Background: an optimization exercise with open tools, aiming at small area, a short achievable clock period and few clock cycles per item. Do not read the settings as production practice. Function was checked by simulation only, so behaviour that the tests miss may differ from the original.

==> flow/design.v, too long to show whole: its modules and the start of the top module <==
// module running_standard_deviation_top: 1455 lines
module running_standard_deviation_top (
  input  logic        clk,
  input  logic        rst_n,
  input  logic        in_valid,
  output logic        in_ready,
  input  logic [15:0] in_sample,
  output logic        out_valid,
  input  logic        out_ready,
  output logic signed [23:0] out_mean_q8,
  output logic [23:0] out_std_q8,
  output logic [16:0] out_sample_count,
  output logic        out_saturated
);
  // ...
==> flow/run.sh <==
#!/bin/bash
# synth_recipe.tcl (not shown) runs the flow's synth.tcl, then flattens the netlist and writes it again
# the make line also repeats each setting of config.mk as NAME=value (left out here)
make -C /OpenROAD-flow-scripts/flow DESIGN_CONFIG=/design/flow/config.mk WORK_HOME=/design/flow/orfs CLKGATE_MAP_FILE= SYNTH_SCRIPT=/design/flow/synth_recipe.tcl finish
==> flow/config.mk <==
export PLATFORM = sky130hd
export DESIGN_NAME = running_standard_deviation_top
export DESIGN_NICKNAME = running_standard_deviation_top
export VERILOG_FILES = /design/flow/design.v
export SDC_FILE = /design/flow/constraint.sdc
export NUM_CORES = 4
export LEC_CHECK = 0
export CAP_MARGIN = 20
export CORE_MARGIN = 2
export CORE_UTILIZATION = 45
export CTS_BUF_LIST = sky130_fd_sc_hd__clkbuf_8
export SETUP_SLACK_MARGIN = 5
export SLEW_MARGIN = 20
export TNS_END_PERCENT = 5
==> flow/constraint.sdc <==
create_clock -name core_clock -period 11.0 [get_ports {clk}]
set_input_delay 2.2000 -clock core_clock [delete_from_list [all_inputs] [get_ports {clk}]]
set_output_delay 2.2000 -clock core_clock [all_outputs]
set_load 0.01 [all_outputs]
==> results.sh, run 1 <==
export IMPL_status="finished clean"
export IMPL_dominant_cell_class="multi-input combinational cells"
export IMPL_die_height_um=696
export IMPL_post_route_util=0.510
export IMPL_fin_cells=28500
export IMPL_cp_slowest_stage_delay_ps=460
export IMPL_ctsLongestPathBuffers=4
export IMPL_setup_ws_ps=4540
export IMPL_crit_path_max_fanout=6
export IMPL_post_cts_setup_buffer_count=283
export IMPL_synth_area_mux_share=0.0458
export IMPL_fin_crit_ps=6460
export IMPL_seq_cell_count=2801
export IMPL_synth_simple_area_share=0.116
export IMPL_regToRegEndpoint="b17_rem[25]"
export IMPL_regArea_sq_um=81800
export IMPL_yosysTopAreaCell="edfxtp_1"
export IMPL_worstMarginPinSlew_ps=1140
export IMPL_port_buffers=87
export IMPL_nClkBuffers=562
export IMPL_max_freq_mhz=155
export IMPL_drt_iter0_drc=9665
export IMPL_first_pass_iters=7
export IMPL_grt_max_degree=183
export IMPL_n_all_buffers=709
export IMPL_via_count=153000
export IMPL_finalCritPeriodShare=0.587
export IMPL_inverters=2413
export IMPL_ys_types=110
export IMPL_endpoint_kind="register"
export IMPL_synth_seq_area_share=0.380
export IMPL_final_nets=24900
export IMPL_wl_per_cell_um=18.8
export IMPL_crit_buf_inv=5
export IMPL_pin_count=88
Testbench counts, summed over its fixed seeds: cycles 2,248, items 2,048.
==> run 2: changes to the inputs <==
--- a/flow/config.mk
+++ b/flow/config.mk
@@ -6,4 +6,5 @@
 export NUM_CORES = 4
 export LEC_CHECK = 0
+export ABC_AREA = 1
 export CAP_MARGIN = 20
 export CORE_MARGIN = 2
==> results.sh, run 2 <==
export IMPL_status="finished clean"
export IMPL_top_regs="m_r: 62 flops, b1_m: 54 flops, b2_m: 48 flops"
export IMPL_syn_to_final_growth_pct=8.41
export IMPL_fp_dieArea_sq_um=509000
export IMPL_place_area_sq_um=235000
export IMPL_cpMaxStageDelayCell="clkdlybuf4s50_1"
export IMPL_syn_avg_cell_area_sq_um=8.44
export IMPL_drt_wl_total_mm=651
export IMPL_crit_path_max_fanout=32
export IMPL_port_buffers=87
export IMPL_cts_root_buf="clkbuf_8"
export IMPL_synth_top_cell_area_share=0.340
export IMPL_dp_hpwl_mm=514
export IMPL_syn_num_nets=30000
export IMPL_remaining_drc_errors=0
export IMPL_grt_max_degree=189
export IMPL_htreeDepth=6
export IMPL_drv_cap=0
export IMPL_ys_ff_latch=2801
export IMPL_max_freq_mhz=162
export IMPL_yosysTopAreaCell="edfxtp_1"
export IMPL_tns_ps=0
export IMPL_post_route_util=0.490
export IMPL_numCtsBuffers=526
export IMPL_first_pass_iters=6
export IMPL_crit_chain="clkdlybuf4s50_1 > inv_12 > nand3_4 > buf_16 > clkdlybuf4s15_2"
export IMPL_cts_tree="built"
export IMPL_start_kind="input pin"
export IMPL_cts_sinks=2801
export IMPL_ys_async_sr_fraction=0
export IMPL_die_width_um=713
export IMPL_wl_per_cell_um=19.1
export IMPL_synthTopCellsByCount="nand2_1, inv_1, edfxtp_1"
export IMPL_top_register="m_r"
export IMPL_finalCritPeriodShare=0.562
export IMPL_fin_area_sq_um=246000
export IMPL_grt_pass1_wl_mm=1000
export IMPL_rsz0062_at_grt="yes"
export IMPL_drtAntennaViolNets=0
export IMPL_largest_reg_flops=62
export IMPL_slew_viol_final=0
export IMPL_synth_top_family_by_area="adder cells"
export IMPL_yosys_cell_count_top_type="nand2_1"
export IMPL_worstMarginPinSlew_ps=1340
export IMPL_synth_area_mux_share=0.0000939
export IMPL_first_global_vias=175000
export IMPL_endpoint_kind="output port"
export IMPL_fin_crit_ps=6190
export IMPL_finalSetupViolCount=0
export IMPL_layout_commonest_cell="nand2_1"
export IMPL_synth_compound_area_frac=0.128
export IMPL_synthTopCellsByArea="edfxtp_1, ha_1, nand2_1"
export IMPL_whs_path_depth=0
export IMPL_fp_row_count=260
export IMPL_synth_fa_ha_area_frac=0.204
export IMPL_synth_simple_area_share=0.170
export IMPL_floorplan_initialDensity=0.452
export IMPL_layout_cells_most_common_list="nand2_1, inv_1, edfxtp_1, ha_1, a21oi_1"
export IMPL_insertion_delay_ps=1270
export IMPL_skew_ps=91.2
export IMPL_drt_iter0_drc=13700
export IMPL_final_nets=30200
export IMPL_ff2ff_path_depth=20
export IMPL_core_area_sq_um=501000
export IMPL_ctsLongestPathBuffers=4
export IMPL_reg2reg_from="e3[10]"
export IMPL_fill_cells=48200
export IMPL_fin_cells=34100
export IMPL_vias_per_cell=5.32
export IMPL_critPathArrivalTime_ps=3990
export IMPL_grt_antenna_before_repair=10
export IMPL_hold_buffers=0
export IMPL_grtUsageTotal=0.249
export IMPL_place_gp_congestion=0.947
export IMPL_timing_slew_headroom=0.107
export IMPL_ys_flop_type="edfxtp_1"
export IMPL_via_count=182000
export IMPL_place_worst_setup_slack_ps=3690
export IMPL_drive_gt1_frac=0.0430
export IMPL_setup_ws_ps=4810
export IMPL_synth_seq_area_share=0.361
export IMPL_hp_start="b7_m[21]"
export IMPL_synth_xor_area_frac=0.0573
export IMPL_die_height_um=713
export IMPL_crit_required_ps=8800
export IMPL_dp_cells=33200
export IMPL_synth_area_sq_um=226000
export IMPL_synth_edf_count=2567
export IMPL_hold_viol=0
export IMPL_startpoint="out_ready"
export IMPL_ys_types=76
export IMPL_synth_cells=26800
export IMPL_cp_slowest_stage_delay_ps=540
export IMPL_yosys_warnings=1
export IMPL_cts_clk_slew_worst_paths_ps=60
export IMPL_overflow=0
export IMPL_crit_type="input pin to output port"
export IMPL_hp_class="register to register"
export IMPL_pin_count=88
==> run 2: kinds of logic (layout without fill, tap and decap cells) <==
kind of cell               Yosys count  in the layout
buffers and inverters             4695           5331
muxes                                2              2
xor gates and xnor gates          1482           1482
DFF                               2801           2801
other                                0              5
AOI/OAI and AO/OA                 5251           5252
and+or+nand+nor                   9445           9447
adders and majority gates         3146           3146
==> run 2: per-stage QoR <==
stage               hold slack (ps)
finish                          387
global route                    393
CTS                             384
floorplan                       400
detailed placement              405
global placement                400
==> run 2: layout make-up <==
| type | count | area (sq um) | area share |
|---|---|---|---|
| Antenna cell | 5 | 12.5 | 0.0000510 |
| Clock buffer | 540 | 7430 | 0.0303 |
| Clock inverter | 400 | 2940 | 0.0120 |
| Inverter | 4162 | 15800 | 0.0642 |
| Multi-Input combinational cell | 19300 | 127000 | 0.518 |
| Sequential cell | 2801 | 81800 | 0.333 |
| Tap cell | 6681 | 8360 | 0.0340 |
| Timing Repair Buffer | 222 | 2140 | 0.00872 |
| Timing Repair inverter | 7 | 47.5 | 0.000194 |
==> run 2: final timing paths <==
| path | slack, ps | to |
|---|---|---|
| hold reg to reg | 390 | b8_m[21] |
| setup reg to reg | 4950 | pb4[34] |
| setup / recovery | 4810 | in_ready |
| hold / removal | 390 | b8_m[21] |
==> run 2: worst max-delay path: cells and delay by family <==
kind / cells / cell delay [ps]
simple gates: 1 / 360
buf+inv: 4 / 1390
==> run 2: what timing repair did <==
action | CTS | global route
endpoints found under the setup margin | 246 | 577
setup buffers | 10 | 11
resized for setup | 32 | 55
pin swaps | 1 | 1
gates cloned | 4 | 8
==> run 2: layer usage <==
layer,part of all wire,track usage,vias to the layer above
li1,-,-,90000
met1,0.44,0.334,85900
met2,0.47,0.415,4678
met3,0.050,0.0252,1117
met4,0.044,0.0999,4
met5,0.000040,0,-
==> run 3: changes to the inputs <==
--- a/flow/config.mk
+++ b/flow/config.mk
@@ -6,5 +6,4 @@
 export NUM_CORES = 4
 export LEC_CHECK = 0
-export ABC_AREA = 1
 export CAP_MARGIN = 20
 export CORE_MARGIN = 2
@@ -13,3 +12,3 @@
 export SETUP_SLACK_MARGIN = 5
 export SLEW_MARGIN = 20
-export TNS_END_PERCENT = 5
+export TNS_END_PERCENT = 2
==> results.sh, run 3 <==
export IMPL_status="finished clean"
export IMPL_finalCritPeriodShare=0.587
export IMPL_synth_area_sq_um=215000
export IMPL_floorplan_initialDensity=0.453
export IMPL_via_count=153000
export IMPL_ys_ff_latch=2801
export IMPL_skew_ps=116
export IMPL_overflow=0
export IMPL_syn_avg_cell_area_sq_um=10.3
export IMPL_endpoint_kind="register"
export IMPL_hp_class="register to register"
export IMPL_whs_path_depth=0
export IMPL_synthTopCellsByArea="edfxtp_1, ha_1, fa_1"
export IMPL_start_kind="register"
export IMPL_port_buffers=87
export IMPL_ff2ff_path_depth=22
export IMPL_syn_num_nets=24100
export IMPL_worstMarginPinSlew_ps=1170
export IMPL_first_pass_iters=6
export IMPL_tns_ps=0
export IMPL_fp_dieArea_sq_um=484000
export IMPL_syn_to_final_growth_pct=11.8
export IMPL_fp_row_count=253
export IMPL_first_global_vias=154000
export IMPL_htreeDepth=6
export IMPL_post_route_util=0.506
export IMPL_layout_commonest_cell="edfxtp_1"
export IMPL_synth_cells=20900
export IMPL_r2r_setup_slack_ps=4540
export IMPL_cts_sinks=2801
export IMPL_synthTopCellsByCount="edfxtp_1, inv_1, ha_1"
export IMPL_fill_cells=43100
export IMPL_synth_edf_count=2567
export IMPL_top_regs="m_r: 62 flops, b1_m: 54 flops, b2_m: 48 flops"
export IMPL_min_to="b11_m[5]"
export IMPL_cts_root_buf="clkbuf_8"
export IMPL_ctsLongestPathBuffers=4
export IMPL_numCtsBuffers=520
export IMPL_pin_count=88
export IMPL_remaining_drc_errors=0
export IMPL_critPathArrivalTime_ps=7430
export IMPL_drv_cap=0
export IMPL_largest_reg_flops=62
export IMPL_place_gp_congestion=0.894
export IMPL_slew_viol_final=0
export IMPL_max_freq_mhz=155
export IMPL_cts_clk_slew_worst_paths_ps=60
export IMPL_synth_top_cell_area_share=0.358
export IMPL_drive_gt1_frac=0.120
export IMPL_ys_async_sr_fraction=0
export IMPL_wl_per_cell_um=18.8
export IMPL_fin_cells=28400
export IMPL_top_register="m_r"
export IMPL_layout_cells_most_common_list="edfxtp_1, inv_1, ha_1, nand2_1, a21oi_1"
export IMPL_dp_cells=27100
export IMPL_yosysTopAreaCell="edfxtp_1"
export IMPL_dp_hpwl_mm=397
export IMPL_yosys_cell_count_top_type="edfxtp_1"
export IMPL_vias_per_cell=5.37
export IMPL_die_width_um=696
export IMPL_insertion_delay_ps=1250
export IMPL_final_nets=24800
export IMPL_rsz0062_at_grt="yes"
export IMPL_fin_crit_ps=6460
export IMPL_reg2reg_from="x3[10]"
export IMPL_grt_antenna_before_repair=10
export IMPL_grtUsageTotal=0.217
export IMPL_grt_pass1_wl_mm=842
export IMPL_timing_slew_headroom=0.217
export IMPL_crit_type="register to register"
export IMPL_yosys_warnings=1
export IMPL_hp_start="b10_m[5]"
export IMPL_crit_required_ps=11970
export IMPL_drt_wl_total_mm=534
export IMPL_die_height_um=696
export IMPL_core_area_sq_um=475000
export IMPL_drt_iter0_drc=9465
export IMPL_finalSetupViolCount=0
export IMPL_ys_flop_type="edfxtp_1"
export IMPL_hold_viol=0
export IMPL_synth_seq_area_share=0.380
export IMPL_grt_max_degree=183
export IMPL_regToRegEndpoint="pb4[40]"
export IMPL_ys_types=110
export IMPL_cts_tree="built"
export IMPL_crit_path_max_fanout=36
export IMPL_drtAntennaViolNets=0
-- run 3: changes by cell type after synthesis, sizes merged, moves of 542 or more --
cell,delta
nand2,-4273
inv,-1736
o21ai,-1048
mux2,+775
a21oi,-697
nor2,-598
and2,+589
nand3,-542
-- run 3: per-layer routing --
layer,share of wire,vias to the layer above,global-route usage
li1,-,75300,-
met1,0.44,73600,0.277
met2,0.49,2799,0.381
met3,0.036,923,0.0237
met4,0.038,0,0.0747
met5,0,-,0
-- run 3: final cells by class --
cell class | count | area, sq um | area share
tap | 6375 | 7980 | 0.0331
clock inverter | 375 | 2710 | 0.0113
inverter | 2413 | 9220 | 0.0383
sequential | 2801 | 81800 | 0.340
multi-input combinational | 15300 | 126000 | 0.522
timing repair buffer | 603 | 5610 | 0.0233
antenna | 7 | 17.5 | 0.0000728
clock buffer | 562 | 7730 | 0.0321
-- run 3: per-stage QoR --
stage	hold WS (ps)	setup slack (ps)	instance area (sq um)
after floorplan	400	383	215000
after global placement	400	2480	224000
after detailed placement	405	2420	224000
final	357	4540	241000
after CTS	339	4500	239000
after global routing	358	4250	241000
-- run 3: worst max path at each step --
stage / startpoint / to / slack (ps) / depth (start not counted)
finish: x3[10] / pb4[40] / 4540 / 22
global route: b14_n[1] / b15_srem[14] / 4250 / 29
CTS: b16_rem[0] / b17_rem[4] / 4500 / 27
detailed placement: b13_n[1] / b14_mrem[2] / 2420 / 26
global placement: b13_n[1] / b14_mrem[2] / 2480 / 26
floorplan: out_ready / in_ready / 380 / 5
-- run 3: logic make-up after synthesis --
| logic type | after synthesis | share of synthesized area |
|---|---|---|
| buf+inv | 2881 | 0.0508 |
| simple gates | 5237 | 0.116 |
| flops | 2801 | 0.380 |
| xor+xnor | 1454 | 0.0592 |
| mux | 886 | 0.0458 |
| fa+ha+maj | 3146 | 0.215 |
| compound gates | 4541 | 0.133 |
-- run 3: critical path, cell delays in order, from the launching register on --
cell,delay [ps]
edfxtp_1,350
buf_4,270
and2_1,240
fa_1,470
inv_1,50
fa_1,480
inv_1,60
fa_1,530
inv_1,50
fa_1,520
inv_1,40
ha_1,340
o21a_1,160
o21ai_0,130
a21oi_2,270
or4b_2,710
a31oi_4,290
o211ai_1,220
a21oi_2,240
nor3_1,90
o41ai_2,360
a21oi_1,140
xnor2_1,140
-- run 3: what timing repair did --
item / in CTS / in global routing
buffers inserted: 230 / 111
gates cloned: 24 / 6
resized for setup: 582 / 273
pin swaps: 162 / 164
hold buffers: 0 / 0
setup endpoints to repair: 771 / 850
==> run 4: changes to the inputs <==
--- a/flow/config.mk
+++ b/flow/config.mk
@@ -6,4 +6,5 @@
 export NUM_CORES = 4
 export LEC_CHECK = 0
+export ABC_AREA = 1
 export CAP_MARGIN = 20
 export CORE_MARGIN = 2
==> results.sh, run 4 <==
export IMPL_status="finished clean"
export IMPL_synth_top_cell_area_share=0.340
export IMPL_synth_edf_count=2567
export IMPL_wl_per_cell_um=19.1
export IMPL_grt_antenna_before_repair=10
export IMPL_htreeDepth=6
export IMPL_min_to="b8_m[21]"
export IMPL_synth_seq_area_share=0.361
export IMPL_place_gp_congestion=0.947
export IMPL_top_regs="m_r: 62 flops, b1_m: 54 flops, b2_m: 48 flops"
export IMPL_hp_start="b7_m[21]"
export IMPL_drt_wl_total_mm=651
export IMPL_first_global_vias=175000
export IMPL_largest_reg_flops=62
export IMPL_cp_depth=5
export IMPL_synthTopCellsByCount="nand2_1, inv_1, edfxtp_1"
export IMPL_syn_num_nets=30000
export IMPL_remaining_drc_errors=0
export IMPL_fill_cells=48200
export IMPL_regToRegEndpoint="b13_rem[13]"
export IMPL_numCtsBuffers=526
export IMPL_drive_gt1_frac=0.0428
export IMPL_slew_viol_final=0
export IMPL_start_kind="input pin"
export IMPL_crit_path_max_fanout=32
export IMPL_yosys_warnings=1
export IMPL_fp_row_count=260
export IMPL_gr_usage_met3=0.0252
export IMPL_cpLargestDelayFamily="buffers and inverters"
export IMPL_via_count=182000
export IMPL_hp_class="register to register"
export IMPL_holdWs_ps=386
export IMPL_crit_required_ps=8800
export IMPL_floorplan_initialDensity=0.452
export IMPL_critPathArrivalTime_ps=3960
export IMPL_yosysTopAreaCell="edfxtp_1"
export IMPL_drv_cap=0
export IMPL_whs_path_depth=0
export IMPL_finalSetupViolCount=0
export IMPL_drtAntennaViolNets=0
export IMPL_grtUsageTotal=0.249
export IMPL_place_area_sq_um=235000
export IMPL_syn_to_final_growth_pct=8.38
export IMPL_top_register="m_r"
export IMPL_insertion_delay_ps=1280
export IMPL_ys_async_sr_fraction=0
export IMPL_grt_max_degree=189
export IMPL_grt_busiest_layer="met2"
export IMPL_first_pass_iters=6
export IMPL_die_height_um=713
export IMPL_grt_util_met1=0.334
export IMPL_cts_root_buf="clkbuf_8"
export IMPL_die_width_um=713
export IMPL_timing_slew_headroom=0.187
export IMPL_reg2reg_from="b12_root[1]"
export IMPL_overflow=0
export IMPL_cts_clk_slew_worst_paths_ps=60
export IMPL_fin_crit_ps=6160
export IMPL_port_buffers=87
export IMPL_fp_dieArea_sq_um=509000
export IMPL_cts_sinks=2801
export IMPL_dp_cells=33200
export IMPL_core_area_sq_um=501000
export IMPL_finalCritPeriodShare=0.560
export IMPL_fin_area_sq_um=245000
export IMPL_endpoint_kind="output port"
export IMPL_layout_cells_most_common_list="nand2_1, inv_1, edfxtp_1, ha_1, a21oi_1"
export IMPL_drt_iter0_drc=14100
export IMPL_ys_ff_latch=2801
export IMPL_tns_ps=0
export IMPL_layout_commonest_cell="nand2_1"
export IMPL_rsz0062_at_grt="yes"
export IMPL_skew_ps=92.3
export IMPL_ctsLongestPathBuffers=4
export IMPL_hold_viol=0
export IMPL_final_nets=30200
export IMPL_cp_slowest_stage_delay_ps=540
export IMPL_synthTopCellsByArea="edfxtp_1, ha_1, nand2_1"
export IMPL_cts_tree="built"
export IMPL_yosys_cell_count_top_type="nand2_1"
export IMPL_grt_pass1_wl_mm=1000
export IMPL_syn_avg_cell_area_sq_um=8.44
export IMPL_dp_hpwl_mm=514
export IMPL_crit_type="input pin to output port"
export IMPL_synth_cells=26800
export IMPL_fin_cells=34100
export IMPL_cpMaxStageDelayCell="clkdlybuf4s50_1"
export IMPL_hold_buffers=0
export IMPL_pin_count=88
export IMPL_ys_flop_type="edfxtp_1"
export IMPL_vias_per_cell=5.32
export IMPL_worstMarginPinSlew_ps=1220
export IMPL_crit_chain="clkdlybuf4s50_1 > inv_12 > nand3_4 > buf_16 > clkdlybuf4s15_2"
export IMPL_crit_buf_inv=4
export IMPL_ff2ff_path_depth=23
export IMPL_max_freq_mhz=162
export IMPL_met2_usage=0.415
export IMPL_synth_area_sq_um=226000
export IMPL_r2r_setup_slack_ps=4880
export IMPL_ys_types=76
## run 4: area by class of cell
cell class	instances	area, sq um	share of cell area
Multi-Input combinational cell	19300	127000	0.518
Antenna cell	3	7.51	0.0000306
Timing Repair Buffer	218	2090	0.00853
Clock inverter	400	2940	0.0120
Clock buffer	540	7430	0.0303
Sequential cell	2801	81800	0.333
Tap cell	6681	8360	0.0341
Timing Repair inverter	6	40.0	0.000163
Inverter	4162	15800	0.0642
## run 4: worst max path at each step
stage / from / to / slack (ps)
final: out_ready / in_ready / 4840
after global routing: b14_n[1] / b15_srem[5] / 4620
after CTS: out_ready / in_ready / 4780
after detailed placement: b13_n[0] / b14_srem[0] / 3690
after global placement: b13_n[0] / b14_srem[0] / 2050
after floorplan: out_ready / in_ready / 530
## run 4: per-stage QoR
stage	utilization	worst slack [ps]
finish	0.490	4840
global route	0.490	4620
detailed placement	0.468	3690
global placement	0.468	2050
CTS	0.489	4780
floorplan	-	527
## run 4: worst register-to-register path, cell delays in order, from the launching register on
cell and delay, ps:
edfxtp_1 540, inv_1 380, ha_1 480, nand2_1 80, o21ai_2 250, nand2_1 80, nand2_1 140, nand2_1 80
nand2_2 150, nand2_2 100, nand2_4 350, clkinvlp_2 550, nand2_1 150, o21ai_0 260, ha_1 430, a21oi_1 200
nor2_1 60, nor2_1 130, o21ai_0 120, a31oi_1 200, nand2_2 130, nand2_1 100, nand2_2 310, o21ai_0 540
## run 4: cells by family (layout without fill, tap and decap cells)
logic type | count (synthesis) | count (layout) | synth area share
simple gates | 9445 | 9447 | 0.170
other cells | 0 | 3 | 0
compound gates | 5251 | 5252 | 0.128
fa+ha+maj | 3146 | 3146 | 0.204
xor+xnor | 1482 | 1482 | 0.0573
mux | 2 | 2 | 0.0000939
buf+inv | 4695 | 5326 | 0.0788
flops | 2801 | 2801 | 0.361
## run 4: what timing repair did
action / CTS / global route
setup buffers: 10 / 7
endpoints found under the setup margin: 246 / 577
gates cloned: 4 / 7
pin swaps: 1 / 1
resized for setup: 32 / 46
## run 4: layer usage
| metal | up-vias | part of all wire |
|---|---|---|
| met5 | - | 0.000071 |
| met4 | 6 | 0.044 |
| met3 | 1095 | 0.050 |
| met2 | 4717 | 0.47 |
| met1 | 85700 | 0.44 |
| li1 | 90000 | - |
==> run 5: changes to the inputs <==
--- a/flow/config.mk
+++ b/flow/config.mk
@@ -6,10 +6,10 @@
 export NUM_CORES = 4
 export LEC_CHECK = 0
-export ABC_AREA = 1
-export CAP_MARGIN = 20
+export CAP_MARGIN = 10
 export CORE_MARGIN = 2
-export CORE_UTILIZATION = 45
+export CORE_UTILIZATION = 55
 export CTS_BUF_LIST = sky130_fd_sc_hd__clkbuf_8
+export PLACE_DENSITY = 0.68
 export SETUP_SLACK_MARGIN = 5
-export SLEW_MARGIN = 20
-export TNS_END_PERCENT = 2
+export SLEW_MARGIN = 10
+export TNS_END_PERCENT = 0
==> results.sh, run 5 <==
export IMPL_status="finished clean"
export IMPL_via_count=154000
export IMPL_synth_seq_area_share=0.380
export IMPL_synth_edf_count=2567
export IMPL_die_width_um=630
export IMPL_wl_per_cell_um=19.4
export IMPL_tns_ps=0
export IMPL_grt_antenna_before_repair=11
export IMPL_cp_slowest_stage_delay_ps=470
export IMPL_dp_hpwl_mm=389
export IMPL_synth_compound_area_frac=0.133
export IMPL_top_regs="m_r: 62 flops, b1_m: 54 flops, b2_m: 48 flops"
export IMPL_pin_count=88
export IMPL_grtUsageTotal=0.259
export IMPL_fp_dieArea_sq_um=396000
export IMPL_synth_top_cell_area_share=0.358
export IMPL_htreeDepth=5
export IMPL_synthTopCellsByArea="edfxtp_1, ha_1, fa_1"
export IMPL_yosys_warnings=1
export IMPL_regToRegEndpoint="b15_rem[18]"
export IMPL_cpLargestDelayFamily="compound AO/OA/AOI/OAI gates"
export IMPL_synth_fa_ha_area_frac=0.215
export IMPL_critPathArrivalTime_ps=7490
export IMPL_grt_pass1_wl_mm=825
export IMPL_ys_flop_type="edfxtp_1"
export IMPL_crit_buf_inv=5
export IMPL_ys_ff_latch=2801
export IMPL_largest_reg_flops=62
export IMPL_port_buffers=87
export IMPL_ys_types=110
export IMPL_r2r_setup_slack_ps=4390
export IMPL_overflow=0
export IMPL_synth_simple_area_share=0.116
export IMPL_syn_to_final_growth_pct=10.5
export IMPL_slew_viol_final=0
export IMPL_cts_sinks=2801
export IMPL_grt_max_degree=196
export IMPL_max_freq_mhz=151
export IMPL_insertion_delay_ps=1240
export IMPL_ff2ff_path_depth=30
export IMPL_finalSetupViolCount=0
export IMPL_first_pass_iters=8
export IMPL_skew_ps=150
export IMPL_hold_buffers=0
export IMPL_hold_viol=0
export IMPL_drv_cap=0
export IMPL_cp_depth=30
export IMPL_syn_avg_cell_area_sq_um=10.3
export IMPL_remaining_drc_errors=0
export IMPL_synth_cells=20900
export IMPL_startpoint="b14_rem[0]"
export IMPL_cts_tree="built"
export IMPL_crit_end="b15_rem[18]"
export IMPL_crit_type="register to register"
export IMPL_core_area_sq_um=389000
export IMPL_final_nets=24700
export IMPL_yosys_cell_count_top_type="edfxtp_1"
export IMPL_critPathMostFrequentCell="a21oi_2"
export IMPL_timing_slew_headroom=0.214
export IMPL_crit_required_ps=11880
export IMPL_drtAntennaViolNets=0
export IMPL_cts_clk_slew_worst_paths_ps=60
export IMPL_start_kind="register"
export IMPL_top_register="m_r"
export IMPL_worstMarginPinSlew_ps=1150
export IMPL_syn_num_nets=24100
export IMPL_layout_cells_most_common_list="edfxtp_1, inv_1, ha_1, nand2_1, a21oi_1"
export IMPL_endpoint_kind="register"
export IMPL_place_gp_congestion=0.918
export IMPL_drt_wl_total_mm=526
export IMPL_hp_class="register to register"
export IMPL_fp_row_count=229
export IMPL_floorplan_initialDensity=0.553
export IMPL_vias_per_cell=5.68
export IMPL_synth_top_family_by_area="adder cells"
export IMPL_synth_area_mux_share=0.0458
export IMPL_hp_start="b6_m[19]"
export IMPL_synthTopCellsByCount="edfxtp_1, inv_1, ha_1"
export IMPL_reg2reg_from="b14_rem[0]"
export IMPL_holdWs_ps=309
export IMPL_cpMaxStageDelayCell="edfxtp_1"
export IMPL_ys_async_sr_fraction=0
export IMPL_numCtsBuffers=473
export IMPL_rsz0062_at_grt="yes"
export IMPL_ctsLongestPathBuffers=4
export IMPL_first_global_vias=152000
export IMPL_crit_path_max_fanout=16
export IMPL_finalCritPeriodShare=0.601
export IMPL_cts_root_buf="clkbuf_8"
export IMPL_layout_commonest_cell="edfxtp_1"
export IMPL_synth_xor_area_frac=0.0592
export IMPL_synth_area_sq_um=215000
export IMPL_yosysTopAreaCell="edfxtp_1"
export IMPL_die_height_um=630
export IMPL_drt_iter0_drc=10200
export IMPL_fin_crit_ps=6610
export IMPL_drive_gt1_frac=0.113
[run 5: changes by cell type in the layout (fill, tap and decap cells not counted), sizes merged, moves of 380 or more]
cell | before | now
mux2 | 1 | 776
o21ai | 2155 | 1107
nor2 | 1774 | 1176
inv | 4302 | 2545
a21o | 167 | 547
nand2 | 6015 | 1743
nand3 | 858 | 314
and2 | 19 | 609
a21oi | 2063 | 1370
[run 5: cell families (layout without fill, tap and decap cells)]
family	after synthesis	count (layout)
xor+xnor	1454	1454
buf+inv	2881	3846
fa+ha+maj	3146	3146
compound gates	4541	4549
simple gates	5237	5251
mux	886	886
flops	2801	2801
other cells	0	10
[run 5: layout make-up]
cell class	instances	area (sq um)
Multi-Input combinational cell	15300	125000
Clock buffer	498	6850
Fill cell	32200	152000
Tap cell	5197	6500
Clock inverter	387	2910
Timing Repair Buffer	546	5270
Inverter	2413	9220
Timing Repair inverter	2	12.5
Sequential cell	2801	81800
Antenna cell	10	25.0
[run 5: worst min path at each step]
stage	endpoint	slack [ps]	cells past startpoint
final	b7_m[19]	310	0
after global routing	b7_m[19]	290	0
after CTS	b7_m[19]	300	0
after detailed placement	b10_m[14]	400	0
after global placement	b2_m[38]	400	0
after floorplan	a2	400	0
[run 5: layer usage]
| metal | routed length [um] | track usage | vias to the layer above |
|---|---|---|---|
| met3 | 22500 | 0.0288 | 1042 |
| met2 | 257000 | 0.451 | 3555 |
| met4 | 24100 | 0.106 | 4 |
| met5 | 28 | 0 | - |
| li1 | - | - | 75200 |
| met1 | 222000 | 0.329 | 74500 |
[run 5: worst reg2reg max path, delay by kind of cell, from the launching register on]
| family | cells | cell delay (ps) |
|---|---|---|
| simple gates | 1 | 130 |
| fa+ha+maj | 3 | 800 |
| buf+inv | 5 | 850 |
| mux | 1 | 360 |
| compound gates | 20 | 3700 |
| flops | 1 | 470 |
[run 5: stage by stage]
| step | instances | util | setup slack, ps | area [sq um] |
|---|---|---|---|---|
| after global placement | 25900 | 0.570 | 2510 | 222000 |
| after floorplan | 20900 | - | 383 | 215000 |
| after global routing | 27100 | 0.611 | 4160 | 238000 |
| after CTS | 27000 | 0.605 | 4420 | 236000 |
| final | 27100 | 0.611 | 4390 | 238000 |
| after detailed placement | 25900 | 0.570 | 2480 | 222000 |
[run 5: timing repair]
item,in CTS,in global routing
buffers inserted,193,114
pin swaps,97,133
gates cloned,28,9
endpoints found under the setup margin,780,792
resized for setup,436,304

-- separate check: timing with driven ports --
The results above use ideal ports. As a check the final layouts listed here were re-extracted and re-timed, cells and wires unchanged.
Step 1: set_driving_cell puts a clkbuf_16 on clk and a buf_2 on each other input, an assumption about the parent block.
Step 2 adds t to the input delays and takes it off the output delays; t is the mean of the earliest and latest rising clock arrival at the registers after step 1. Input paths then give back, and output paths get back, about the clock's delay inside the block.
Three values: ideal, step 1, step 2; two values: the first two.
run	shift t [ns]	setup slack, ns	clock arrival spread, ns	worst slew at a driven data input, ns
run 1	1.309	4.543 / 4.543 / 3.957	0.135 / 0.134	0.03
run 2	1.344	4.813 / 4.790 / 4.666	0.119 / 0.119	0.07
run 3	1.312	4.541 / 4.541 / 3.964	0.134 / 0.135	0.03
run 4	1.347	4.844 / 4.821 / 4.684	0.119 / 0.118	0.08
run 5	1.277	4.389 / 4.389 / 3.925	0.160 / 0.160	0.12
After both steps every run listed still meets setup and hold. For run 1, which loses most, drivers alone change the setup slack by 0.000 ns; drivers and shift together by -0.586 ns.
